Source: an optimization exercise on an open RTL-to-GDS flow (aim: small area, a short achievable clock period and few clock cycles per item). Production flows keep margins and buffers that such runs may drop.
In this exercise RTL edits were held to simulation tests only and were not proved equivalent to the original.
Power figures rest on the tool's default switching activity, not on a simulated workload.

==> module ring_buffer_deque, before the edit <==
module ring_buffer_deque (
	input  logic         clk,
	input  logic         arst_n,
	input  logic         req_valid,
	output logic         req_stall,
	input  logic [40:0]  req,
	output logic         rsp_valid,
	input  logic         rsp_stall,
	output logic [105:0] rsp
);
	logic                  we_b, we_f;
	logic [SLOT_W-1:0]     tail, head;
	logic [DATA_WIDTH-1:0] wdata;
	logic [SLOT_W-1:0]     r_slot, x_slot;
	logic                  r_ok, x_ok;
	logic [DATA_WIDTH-1:0] r_data, x_data, f_data, b_data;
	logic                  d0_ne, d0_fm, d0_bm;
	logic                  d0_v, drain;
	logic [TOTAL_W-1:0]    d0_cnt;
	logic [STAT_W-1:0]     d0_st;
	logic                  rsp_v;
	logic [105:0]          rsp_q;
	rbd_ctrl u_ctrl (
		.clk       (clk),
		.arst_n    (arst_n),
		.req_valid (req_valid),
		.req_stall (req_stall),
		.req       (req),
		.rsp_stall (rsp_stall),
		.we_b      (we_b),
		.we_f      (we_f),
		.tail      (tail),
		.head      (head),
		.wdata     (wdata),
		.r_slot    (r_slot),
		.r_ok      (r_ok),
		.x_slot    (x_slot),
		.x_ok      (x_ok),
		.d0_ne     (d0_ne),
		.d0_fm     (d0_fm),
		.d0_bm     (d0_bm),
		.d0_v      (d0_v),
		.drain     (drain),
		.d0_cnt    (d0_cnt),
		.d0_st     (d0_st),
		.rsp_v     (rsp_v)
	);
	rbd_store u_store (
		.clk    (clk),
		.we_b   (we_b),
		.we_f   (we_f),
		.tail   (tail),
		.head   (head),
		.wdata  (wdata),
		.r_slot (r_slot),
		.r_ok   (r_ok),
		.x_slot (x_slot),
		.x_ok   (x_ok),
		.r_data (r_data),
		.x_data (x_data)
	);
	assign f_data = d0_fm ? x_data : rsp_q[73:42];
	assign b_data = d0_bm ? x_data : rsp_q[41:10];
	always_ff @(posedge clk or negedge arst_n) begin
		if (!arst_n) begin
			rsp_v <= 1'b0;
		end else begin
			rsp_v <= drain || (rsp_v && rsp_stall);
		end
	end
	always_ff @(posedge clk) begin
		if (drain) begin
			rsp_q <= {r_data, f_data, b_data, d0_cnt, !d0_ne, d0_st};
		end
	end
	assign rsp_valid = rsp_v;
	assign rsp       = rsp_q;
endmodule
clock: 7.0 ns
lec_check: 0
cap_margin: 20
core_margin: 2
core_utilization: 50
slew_margin: 20
standard.sh (not shown) runs the stock make flow with config.mk's settings and CLKGATE_MAP_FILE= SYNTH_SCRIPT=/design/flow/synth_recipe.tcl, a recipe that flattens the netlist after the stock synthesis.
==> flow/flow/run.sh <==
#!/bin/bash
# Standard ORFS layout, with timing repair aimed below the clock period only
# after placement (clock tree and global route stages). Each step's full
# output goes to a log file of its own in the work folder.
set -euo pipefail
MARGIN=$(cat flow/margin.txt)
bash standard.sh synth > log_synth.txt 2>&1
bash standard.sh floorplan > log_floorplan.txt 2>&1
bash standard.sh place > log_place.txt 2>&1
SETUP_SLACK_MARGIN=$MARGIN bash standard.sh cts > log_cts.txt 2>&1
SETUP_SLACK_MARGIN=$MARGIN bash standard.sh route > log_route.txt 2>&1
bash standard.sh finish > log_finish.txt 2>&1
==> flow/flow/margin.txt <==
3.9
Testbench counts at the start, summed over its fixed seeds: cycles 12,016, items 12,000.
==> next run, changes <==
--- a/flow/design.v
+++ b/flow/design.v
@@ -54,11 +54,11 @@
 	logic                  we_b, we_f;
 	logic [SLOT_W-1:0]     tail, head;
 	logic [DATA_WIDTH-1:0] wdata;
 	logic [SLOT_W-1:0]     r_slot, x_slot;
 	logic                  r_ok, x_ok;
-	logic [DATA_WIDTH-1:0] r_data, x_data, f_data, b_data;
+	logic [DATA_WIDTH-1:0] r_data, x_data;
 	logic                  d0_ne, d0_fm, d0_bm;
 	logic                  d0_v, drain;
 	logic [TOTAL_W-1:0]    d0_cnt;
 	logic [STAT_W-1:0]     d0_st;
 	logic                  rsp_v;
@@ -100,22 +100,27 @@
 		.x_slot (x_slot),
 		.x_ok   (x_ok),
 		.r_data (r_data),
 		.x_data (x_data)
 	);
-	assign f_data = d0_fm ? x_data : rsp_q[73:42];
-	assign b_data = d0_bm ? x_data : rsp_q[41:10];
 	always_ff @(posedge clk or negedge arst_n) begin
 		if (!arst_n) begin
 			rsp_v <= 1'b0;
 		end else begin
 			rsp_v <= drain || (rsp_v && rsp_stall);
 		end
 	end
 	always_ff @(posedge clk) begin
 		if (drain) begin
-			rsp_q <= {r_data, f_data, b_data, d0_cnt, !d0_ne, d0_st};
+			rsp_q[105:74] <= r_data;
+			rsp_q[9:0]    <= {d0_cnt, !d0_ne, d0_st};
+		end
+		if (drain && d0_fm) begin
+			rsp_q[73:42] <= x_data;
+		end
+		if (drain && d0_bm) begin
+			rsp_q[41:10] <= x_data;
 		end
 	end
 	assign rsp_valid = rsp_v;
 	assign rsp       = rsp_q;
 endmodule
After rerunning:
- wire length is lower slightly
- cell count fell slightly
- setup slack is worse by 0.052 ns
- design area falls slightly
- first-iteration DRC count is lower by a few percent
- worst hold slack improves by 0.0071 ns
- sequential power is about the same
Testbench counts after the change, summed over its fixed seeds: cycles 12,016, items 12,000.

==> re-timing with driven ports <==
The flow's constraints put no driver on any port. The routed layouts listed below were extracted and timed again, unchanged, in two steps. Step 1: set_driving_cell puts a clkbuf_16 on clk and a buf_2 on each other input, an assumption about the parent block. Step 2 adds t to the input delays and takes it off the output delays; t is the mean of the earliest and latest rising clock arrival at the registers after step 1. Input paths then give back, and output paths get back, about the clock's delay inside the block. Slacks: ideal / step 1 / step 2; pairs: ideal / step 1.
run | shift t [ns] | slack for setup (ns) | worst hold slack (ns)
the first run | 0.978 | 3.795 / 3.795 / 2.970 | 0.420 / 0.420 / 0.420
the second run | 0.978 | 3.743 / 3.743 / 2.951 | 0.427 / 0.427 / 0.427
After both steps every run listed still meets setup and hold. For the first run, which loses most, drivers alone change the setup slack by 0.000 ns; drivers and shift together by -0.825 ns.
